This design comes from an exercise in tuning for small area on the open sky130 flow, not from production work.
Function was checked by simulation only, so behaviour that the tests miss may differ from the original.
The clock port is modelled as an ideal driver; clocking choices that lean on that would not hold on a real chip.
No activity file was given, so power comes from the tool's default toggle rates.

==> flow/design.v <==
package aluPkg;
    localparam int OpWidth = 4;
    typedef enum logic [OpWidth-1:0] {
        opPassA = 4'h0,
        opPassB = 4'h1,
        opNotA  = 4'h2,
        opNotB  = 4'h3,
        opAdd   = 4'h4,
        opSub   = 4'h5,
        opMax   = 4'h6,
        opAnd   = 4'h7,
        opOr    = 4'h8,
        opNand  = 4'h9,
        opXor   = 4'hA,
        opLsl   = 4'hB,
        opLsr   = 4'hC,
        opAsl   = 4'hD,
        opAsr   = 4'hE,
        opRorc  = 4'hF
    } aluOp_t;
    typedef struct packed {
        logic zero;
        logic carry;
        logic negative;
        logic overflow;
    } aluFlags_t;
endpackage
package dpTypesPkg;
    localparam int DataWidth   = 8;
    localparam int AddrWidth   = 8;
    localparam int NumGenRegs  = 4;
    localparam int NumAddrRegs = 3;
    localparam int ArfPcIdx = 0;
    localparam int ArfArIdx = 1;
    localparam int ArfSpIdx = 2;
    typedef logic [DataWidth-1:0] data_t;
    typedef logic [AddrWidth-1:0] addr_t;
    typedef logic [$clog2(NumGenRegs)-1:0] regIdx_t;
    typedef enum logic [1:0] {regClear, regLoad, regDec, regInc} regFunc_t;
    typedef enum logic [1:0] {selAR = 2'd0, selSP = 2'd1, selPC = 2'd3} arfSel_t;
    typedef enum logic [1:0] {srcAlu, srcMem, srcImm, srcArf} srcSel_t;
    typedef struct packed {
        regIdx_t                 rfOutASel;
        regIdx_t                 rfOutBSel;
        regFunc_t                rfFunc;
        logic [NumGenRegs-1:0]   rfWrMask;
        logic [3:0]              aluOp;       
        arfSel_t                 arfOutCSel;
        arfSel_t                 arfOutDSel;
        regFunc_t                arfFunc;
        logic [NumAddrRegs-1:0]  arfWrMask;
        logic                    memWr;
        srcSel_t                 muxASel;
        srcSel_t                 muxBSel;
        logic                    muxCSel;     
        data_t                   immediate;
    } ctrlWord_t;
    function automatic data_t stepReg(regFunc_t func, data_t cur, data_t din);
        case (func)
            2'd0:     stepReg = {DataWidth{1'b0}};
            2'd1:     stepReg = din;
            2'd2:     stepReg = cur - 1'b1;
            default:  stepReg = cur + 1'b1;
        endcase
    endfunction
endpackage
`timescale 1ns/10ps
module stepRegBits (
    input  logic       ld_i,       
    input  logic       step_i,     
    input  logic       up_i,       
    input  logic [7:0] ldData_i,
    input  logic [7:0] q_i,
    output logic [7:0] d_o
);
    logic [7:0] tog;
    always_comb begin
        tog[0] = step_i;
        for (int i = 1; i < 8; i++) begin
            tog[i] = tog[i-1] & ~(q_i[i-1] ^ up_i);
        end
    end
    assign d_o = ld_i ? ldData_i : (q_i ^ tog);
endmodule
`timescale 1ns/10ps
`timescale 1ns/10ps
`timescale 1ns/10ps
module alu (
    input  logic                 CLK,
    input  logic                 rstN_i,
    input  logic                 we_i,
    input  logic [3:0]           op_i,
    input  logic [7:0]           a_i,
    input  logic [7:0]           b_i,
    output logic [7:0]           result_o,
    output logic [3:0]           flags_o
);
    logic       zQ, cQ, nQ, oQ;
    logic       sub, arith, shl, shr;
    logic [7:0] bx;
    logic [8:0] c;
    logic [7:0] x;
    logic [3:0] tt;
    logic [7:0] lut;
    logic       lt;
    logic       cNew, oNew, cUpd, oUpd;
    assign sub   = (op_i == 4'd5) | (op_i == 4'd6);
    assign arith = (op_i == 4'd4) | (op_i == 4'd5);
    assign shl   = (op_i == 4'd11) | (op_i == 4'd13);
    assign shr   = (op_i == 4'd12) | (op_i == 4'd14) | (op_i == 4'd15);
    assign bx = b_i ^ {8{sub}};
    always_comb begin
        c[0] = sub;
        for (int i = 0; i < 8; i++) begin
            c[i+1] = (a_i[i] ^ bx[i]) ? c[i] : a_i[i];
        end
    end
    assign lt = ~c[8];
    always_comb begin
        if (shl)      x = {a_i[6:0], 1'b0};
        else if (shr) x = {(op_i == 4'd14) ? a_i[7] : (op_i == 4'd15) ? cQ : 1'b0, a_i[7:1]};
        else          x = a_i;
    end
    always_comb begin
        case (op_i)
            4'd0:    tt = 4'b1100;
            4'd1:    tt = 4'b1010;
            4'd2:    tt = 4'b0011;
            4'd3:    tt = 4'b0101;
            4'd4:    tt = 4'b0110;
            4'd5:    tt = 4'b1001;
            4'd6:    tt = lt ? 4'b1010 : 4'b1100;
            4'd7:    tt = 4'b1000;
            4'd8:    tt = 4'b1110;
            4'd9:    tt = 4'b0111;
            4'd10:   tt = 4'b0110;
            default: tt = 4'b1100;
        endcase
    end
    always_comb begin
        for (int i = 0; i < 8; i++) lut[i] = (tt[3] & x[i] & b_i[i]) | (tt[2] & x[i] & ~b_i[i]) | (tt[1] & ~x[i] & b_i[i]) | (tt[0] & ~x[i] & ~b_i[i]);
    end
    assign result_o = lut ^ ({8{arith}} & c[7:0]);
    always_comb begin
        cUpd = arith | shl | shr;
        oUpd = arith;
        if (arith)    cNew = c[8] ^ sub;
        else if (shl) cNew = a_i[7];
        else          cNew = a_i[0];
        oNew = c[8] ^ c[7];
    end
    always_ff @(posedge CLK) begin
        if (!rstN_i) begin
            {zQ, cQ, nQ, oQ} <= '0;
        end else if (we_i) begin
            zQ <= (result_o == 8'd0);
            nQ <= result_o[7];
            if (cUpd) cQ <= cNew;
            if (oUpd) oQ <= oNew;
        end
    end
    assign flags_o = {zQ, cQ, nQ, oQ};
endmodule
`timescale 1ns/10ps
module dataPath (
    input  logic                   CLK,
    input  logic                   rstN_i,
    input  logic                   ctrlValid_i,
    input  dpTypesPkg::ctrlWord_t  ctrl_i,
    output dpTypesPkg::data_t      aluOut_o,
    output aluPkg::aluFlags_t      flags_o,
    output dpTypesPkg::addr_t      address_o,
    input  dpTypesPkg::data_t      memRdData_i,
    output logic                   memWe_o
);
    logic [7:0] gr [4];      
    logic [7:0] ar [3];      
    logic [7:0] grD [4];
    logic [7:0] arD [3];
    logic [7:0] rfOutB, arfOutC, arfOutD, aluA, aluResult;
    logic [7:0] grLdData, arLdData;
    logic [3:0] selA, selB, selLdA, selLdB;
    logic [2:0] selC, selD;
    logic       ldA, ldB;
    assign selA = {4{ctrl_i.muxCSel}} & (4'b0001 << ctrl_i.rfOutASel);
    assign selB = 4'b0001 << ctrl_i.rfOutBSel;
    assign selC = {ctrl_i.arfOutCSel[1], ctrl_i.arfOutCSel == 2'd1, ctrl_i.arfOutCSel == 2'd0};
    assign selD = {ctrl_i.arfOutDSel[1], ctrl_i.arfOutDSel == 2'd1, ctrl_i.arfOutDSel == 2'd0};
    assign ldA    = rstN_i & (ctrl_i.rfFunc == 2'd1);
    assign ldB    = rstN_i & (ctrl_i.arfFunc == 2'd1);
    assign selLdA = {4{ldA}} & (4'b0001 << ctrl_i.muxASel);
    assign selLdB = {4{ldB}} & (4'b0001 << ctrl_i.muxBSel);
    assign arfOutC = ({8{selC[0]}} & ar[1]) | ({8{selC[1]}} & ar[2]) | ({8{selC[2]}} & ar[0]);
    assign arfOutD = ({8{selD[0]}} & ar[1]) | ({8{selD[1]}} & ar[2]) | ({8{selD[2]}} & ar[0]);
    assign rfOutB  = ({8{selB[0]}} & gr[0]) | ({8{selB[1]}} & gr[1]) |
                     ({8{selB[2]}} & gr[2]) | ({8{selB[3]}} & gr[3]);
    assign aluA    = ({8{selA[0]}} & gr[0]) | ({8{selA[1]}} & gr[1]) |
                     ({8{selA[2]}} & gr[2]) | ({8{selA[3]}} & gr[3]) |
                     ({8{~ctrl_i.muxCSel}} & arfOutC);
    alu i_alu (
        .CLK      (CLK),
        .rstN_i   (rstN_i),
        .we_i     (ctrlValid_i),
        .op_i     (ctrl_i.aluOp),
        .a_i      (aluA),
        .b_i      (rfOutB),
        .result_o (aluResult),
        .flags_o  (flags_o)
    );
    assign grLdData = ({8{selLdA[0]}} & aluResult) | ({8{selLdA[1]}} & memRdData_i) |
                      ({8{selLdA[2]}} & ctrl_i.immediate) | ({8{selLdA[3]}} & arfOutC);
    assign arLdData = ({8{selLdB[0]}} & aluResult) | ({8{selLdB[1]}} & memRdData_i) |
                      ({8{selLdB[2]}} & ctrl_i.immediate) | ({8{selLdB[3]}} & arfOutC);
    for (genvar r = 0; r < 4; r++) begin : g_gr
        logic en;
        assign en = ctrlValid_i & ctrl_i.rfWrMask[r];
        stepRegBits i_step (
            .ld_i     (~rstN_i | (en & ~ctrl_i.rfFunc[1])),
            .step_i   (rstN_i & en & ctrl_i.rfFunc[1]),
            .up_i     (ctrl_i.rfFunc[0]),
            .ldData_i (grLdData),
            .q_i      (gr[r]),
            .d_o      (grD[r])
        );
        always_ff @(posedge CLK) gr[r] <= grD[r];
    end
    for (genvar r = 0; r < 3; r++) begin : g_ar
        logic en;
        assign en = ctrlValid_i & ctrl_i.arfWrMask[r];
        stepRegBits i_step (
            .ld_i     (~rstN_i | (en & ~ctrl_i.arfFunc[1])),
            .step_i   (rstN_i & en & ctrl_i.arfFunc[1]),
            .up_i     (ctrl_i.arfFunc[0]),
            .ldData_i (arLdData),
            .q_i      (ar[r]),
            .d_o      (arD[r])
        );
        always_ff @(posedge CLK) ar[r] <= arD[r];
    end
    assign memWe_o   = ctrlValid_i & ctrl_i.memWr;
    assign aluOut_o  = aluResult;
    assign address_o = arfOutD;
endmodule
export LEC_CHECK = 0
export ABC_AREA = 1
export CAP_MARGIN = 20
export CORE_MARGIN = 2
export CORE_UTILIZATION = 65
export CTS_BUF_LIST = sky130_fd_sc_hd__clkbuf_4
export SLEW_MARGIN = 20
create_clock -name core_clock -period 10.0 [get_ports {CLK}]
standard.sh (not shown) runs the stock make flow with config.mk's settings and CLKGATE_MAP_FILE= SYNTH_SCRIPT=/design/flow/synth_recipe.tcl, a recipe that flattens the netlist after the stock synthesis.
==> flow/flow/run.sh <==
#!/bin/bash
# Own layout flow: the standard ORFS flow with these changes
#  - synthesis maps logic with an area-oriented ABC script (flow/abc_area_min.script)
#    instead of ORFS's abc_area.script, which also buffers and upsizes gates,
#    and without the weak _0 cells;
#    everything else in synthesis is the standard flow's own synth_recipe.tcl, so register
#    names and cells are those of the standard synthesis
#  - ports are buffered with sky130_fd_sc_hd__buf_1 (BUFFER_PORTS_ARGS)
#  - clock tree synthesis uses only sky130_fd_sc_hd__clkbuf_4 and no dummy
#    loads (CTS_ARGS); afterwards flow/post_cts.tcl upsizes to clkbuf_8 any
#    clock buffer whose flip-flop clock pins see a slew over 100 ps
#  - the rest is standard.sh unchanged
# Each tool's output goes to a log file of its own in this folder.
set -euo pipefail
W=$PWD
cat > "$W/own_synth.tcl" <<EOT
# synth_recipe.tcl with the ABC script swapped for flow/abc_area_min.script
proc abc {args} {
  set i [lsearch -exact \$args -script]
  if {\$i >= 0} { lset args [expr {\$i + 1}] $W/flow/abc_area_min.script }
  # the _0 cells are as large as the _1 ones but drive less
  lappend args -dont_use {sky130_fd_sc_hd__*_0}
  puts "own_synth: abc \$args"
  yosys abc {*}\$args
}
source $W/synth_recipe.tcl
EOT
sed "s#$W/synth_recipe.tcl#$W/own_synth.tcl#g" standard.sh > own_standard.sh
grep -q own_synth.tcl own_standard.sh
export CTS_ARGS="-sink_clustering_enable -repair_clock_nets -buf_list {sky130_fd_sc_hd__clkbuf_4} -dont_use_dummy_load"
export POST_CTS_TCL="$W/flow/post_cts.tcl"
export BUFFER_PORTS_ARGS="-buffer_cell sky130_fd_sc_hd__buf_1"
bash own_standard.sh synth > "$W/log_synth.txt" 2>&1
grep -q "own_synth: abc -script $W/flow/abc_area_min.script" orfs/logs/*/dataPath/base/1_2_yosys.log
bash own_standard.sh > "$W/log_layout.txt" 2>&1
test -s out/final.def
==> flow/flow/abc_area_min.script <==
strash
&get -n
&st
&dch
&nf -R 1000 -C 32
&put
topo
==> flow/flow/post_cts.tcl <==
set_propagated_clock [all_clocks]
estimate_parasitics -placement
array set worst {}
foreach p [all_registers -clock_pins -edge_triggered] {
  set s 0
  foreach k {slew_max_rise slew_max_fall} {
    set v [get_property $p $k]
    if { [string is double -strict $v] && $v > $s } { set s $v }
  }
  set net [get_nets -of_objects $p]
  foreach d [get_pins -of_objects $net -filter "direction == output"] {
    set inst [get_full_name [get_cells -of_objects $d]]
    if { ![info exists worst($inst)] || $s > $worst($inst) } { set worst($inst) $s }
  }
}
set upsized 0
foreach inst [array names worst] {
  set c [get_cells $inst]
  if { $worst($inst) > 0.100 && [get_property $c ref_name] eq "sky130_fd_sc_hd__clkbuf_4" } {
    puts "post_cts: $inst drives clock pins with slew $worst($inst) ns; now clkbuf_8"
    replace_cell $c sky130_fd_sc_hd__clkbuf_8
    incr upsized
  }
}
puts "post_cts: upsized $upsized clock buffers"
if { $upsized > 0 } {
  detailed_placement
  check_placement -verbose
  estimate_parasitics -placement
}
Then changed:
--- a/flow/flow/run.sh
+++ b/flow/flow/run.sh
@@ -2,4 +2,3 @@
-# Own layout flow: the standard ORFS flow with these changes
-#  - synthesis maps logic with an area-oriented ABC script (flow/abc_area_min.script)
-#    instead of ORFS's abc_area.script, which also buffers and upsizes gates,
-#    and without the weak _0 cells;
+# Own layout flow: the standard ORFS flow with three changes
+#  - synthesis maps logic with an area-only ABC script (flow/abc_area_min.script)
+#    instead of ORFS's abc_area.script, which also buffers and upsizes gates;
@@ -9,3 +7,0 @@
-#  - clock tree synthesis uses only sky130_fd_sc_hd__clkbuf_4 and no dummy
-#    loads (CTS_ARGS); afterwards flow/post_cts.tcl upsizes to clkbuf_8 any
-#    clock buffer whose flip-flop clock pins see a slew over 100 ps
@@ -21,2 +16,0 @@
-  # the _0 cells are as large as the _1 ones but drive less
-  lappend args -dont_use {sky130_fd_sc_hd__*_0}
@@ -30,2 +23,0 @@
-export CTS_ARGS="-sink_clustering_enable -repair_clock_nets -buf_list {sky130_fd_sc_hd__clkbuf_4} -dont_use_dummy_load"
-export POST_CTS_TCL="$W/flow/post_cts.tcl"
==> flow/flow/abc_area_min.script (replaced) <==
strash
&get -n
&st
&dch
&nf -R 1000
&put
topo
--- a/flow/config.mk
+++ b/flow/config.mk
@@ -12 +12 @@
-export CTS_BUF_LIST = sky130_fd_sc_hd__clkbuf_4
+export CTS_BUF_LIST = sky130_fd_sc_hd__clkbuf_2 sky130_fd_sc_hd__clkbuf_4
removed: flow/flow/post_cts.tcl
Worst setup slack got worse by 0.059 ns. Count of clock-buffer cells in the layout rose by 1. Combinational power rose by a quarter to a third. First-iteration DRC count went down by well over a third. Global-route usage rises by 0.12 points.
Then changed:
--- a/flow/flow/run.sh
+++ b/flow/flow/run.sh
@@ -2,3 +2,4 @@
-# Own layout flow: the standard ORFS flow with three changes
-#  - synthesis maps logic with an area-only ABC script (flow/abc_area_min.script)
-#    instead of ORFS's abc_area.script, which also buffers and upsizes gates;
+# Own layout flow: the standard ORFS flow with these changes
+#  - synthesis maps logic with an area-oriented ABC script (flow/abc_area_min.script)
+#    instead of ORFS's abc_area.script, which also buffers and upsizes gates,
+#    and without the weak _0 cells;
@@ -7,0 +9,3 @@
+#  - clock tree synthesis uses only sky130_fd_sc_hd__clkbuf_4 and no dummy
+#    loads (CTS_ARGS); afterwards flow/post_cts.tcl upsizes to clkbuf_8 any
+#    clock buffer whose flip-flop clock pins see a slew over 100 ps
@@ -16,0 +21,2 @@
+  # the _0 cells are as large as the _1 ones but drive less
+  lappend args -dont_use {sky130_fd_sc_hd__*_0}
@@ -23,0 +30,2 @@
+export CTS_ARGS="-sink_clustering_enable -repair_clock_nets -buf_list {sky130_fd_sc_hd__clkbuf_4} -dont_use_dummy_load"
+export POST_CTS_TCL="$W/flow/post_cts.tcl"
==> flow/flow/abc_area_min.script (replaced) <==
strash
&get -n
&st
&dch
&nf -R 1000 -C 32
&put
mfs3 -ae
topo
==> flow/flow/post_cts.tcl (new file) <==
set_propagated_clock [all_clocks]
estimate_parasitics -placement
array set worst {}
foreach p [all_registers -clock_pins -edge_triggered] {
  set s 0
  foreach k {slew_max_rise slew_max_fall} {
    set v [get_property $p $k]
    if { [string is double -strict $v] && $v > $s } { set s $v }
  }
  set net [get_nets -of_objects $p]
  foreach d [get_pins -of_objects $net -filter "direction == output"] {
    set inst [get_full_name [get_cells -of_objects $d]]
    if { ![info exists worst($inst)] || $s > $worst($inst) } { set worst($inst) $s }
  }
}
set upsized 0
foreach inst [array names worst] {
  set c [get_cells $inst]
  if { $worst($inst) > 0.100 && [get_property $c ref_name] eq "sky130_fd_sc_hd__clkbuf_4" } {
    puts "post_cts: $inst drives clock pins with slew $worst($inst) ns; now clkbuf_8"
    replace_cell $c sky130_fd_sc_hd__clkbuf_8
    incr upsized
  }
}
puts "post_cts: upsized $upsized clock buffers"
if { $upsized > 0 } {
  detailed_placement
  check_placement -verbose
  estimate_parasitics -placement
}
--- a/flow/config.mk
+++ b/flow/config.mk
@@ -12 +12 @@
-export CTS_BUF_LIST = sky130_fd_sc_hd__clkbuf_2 sky130_fd_sc_hd__clkbuf_4
+export CTS_BUF_LIST = sky130_fd_sc_hd__clkbuf_4
Result: Worst setup slack gets worse by 0.047 ns. Via count goes down by 5.4%. Die area goes down by 3.1%. Clock skew goes up by 0.016 ns. Sequential share of layout area goes up by 1.2 points. Cell area goes down by 5.1%. Core utilization goes down by 0.23 points. Wire length goes down by 7.4%.
Then changed:
==> flow/flow/abc_area_min.script (replaced) <==
strash
&get -n
&st
&dch
&nf -R 1000 -C 32
&put
mfs3 -aer
topo
With this change the flow failed in synthesis (1_2_yosys).
Then changed:
--- a/flow/flow/run.sh
+++ b/flow/flow/run.sh
@@ -2,4 +2,3 @@
-# Own layout flow: the standard ORFS flow with these changes
-#  - synthesis maps logic with an area-oriented ABC script (flow/abc_area_min.script)
-#    instead of ORFS's abc_area.script, which also buffers and upsizes gates,
-#    and without the weak _0 cells;
+# Own layout flow: the standard ORFS flow with three changes
+#  - synthesis maps logic with an area-only ABC script (flow/abc_area_min.script)
+#    instead of ORFS's abc_area.script, which also buffers and upsizes gates;
@@ -9,3 +7,0 @@
-#  - clock tree synthesis uses only sky130_fd_sc_hd__clkbuf_4 and no dummy
-#    loads (CTS_ARGS); afterwards flow/post_cts.tcl upsizes to clkbuf_8 any
-#    clock buffer whose flip-flop clock pins see a slew over 100 ps
@@ -21,2 +16,0 @@
-  # the _0 cells are as large as the _1 ones but drive less
-  lappend args -dont_use {sky130_fd_sc_hd__*_0}
@@ -30,2 +24 @@
-export CTS_ARGS="-sink_clustering_enable -repair_clock_nets -buf_list {sky130_fd_sc_hd__clkbuf_4} -dont_use_dummy_load"
-export POST_CTS_TCL="$W/flow/post_cts.tcl"
+export CTS_ARGS="-sink_clustering_enable -repair_clock_nets -buf_list {sky130_fd_sc_hd__clkbuf_2 sky130_fd_sc_hd__clkbuf_4} -dont_use_dummy_load"
==> flow/flow/abc_area_min.script (replaced) <==
strash
&get -n
&st
&dch
&nf -R 1000 -C 32
&put
topo
--- a/flow/config.mk
+++ b/flow/config.mk
@@ -9 +9 @@
-export CAP_MARGIN = 20
+export CAP_MARGIN = 0
@@ -12,2 +12,2 @@
-export CTS_BUF_LIST = sky130_fd_sc_hd__clkbuf_4
-export SLEW_MARGIN = 20
+export CTS_BUF_LIST = sky130_fd_sc_hd__clkbuf_2 sky130_fd_sc_hd__clkbuf_4
+export SLEW_MARGIN = 0
removed: flow/flow/post_cts.tcl
After rerunning: The changed run completed with no timing, DRC or antenna violations.

## static timing again, ports no longer ideal
How much do the figures lean on ideal ports? The routed layouts below were timed once more, with nothing changed but the port constraints. Step 1 (the two cells are an assumption about what drives the block):
set clk [get_ports {CLK}]
set_driving_cell -lib_cell sky130_fd_sc_hd__clkbuf_16 $clk
set_driving_cell -lib_cell sky130_fd_sc_hd__buf_2 [delete_from_list [all_inputs] $clk]
Step 2 also shifts input and output timing later by t, the mid clock arrival at the registers, as if the neighbouring blocks saw the same clock. Slacks: ideal ports / drivers / drivers and shift; pairs: ideal ports / drivers.
run	shift t [ns]	setup WS [ns]	hold slack, ns	slew at the worst register clock pin (ns)
the first run	0.440	0.690 / 0.667 / 0.667	0.527 / 0.527 / 0.527	0.11 / 0.11
the second run	0.457	0.631 / 0.594 / 0.594	0.501 / 0.501 / 0.501	0.11 / 0.11
the third run	0.451	0.584 / 0.560 / 0.560	0.533 / 0.533 / 0.533	0.10 / 0.10
the fifth run	0.450	0.704 / 0.682 / 0.682	0.557 / 0.557 / 0.557	0.12 / 0.12
After both steps every run listed still meets setup and hold. The setup slack of the second run, which loses most, moves by -0.037 ns with the drivers and by -0.037 ns with both steps.
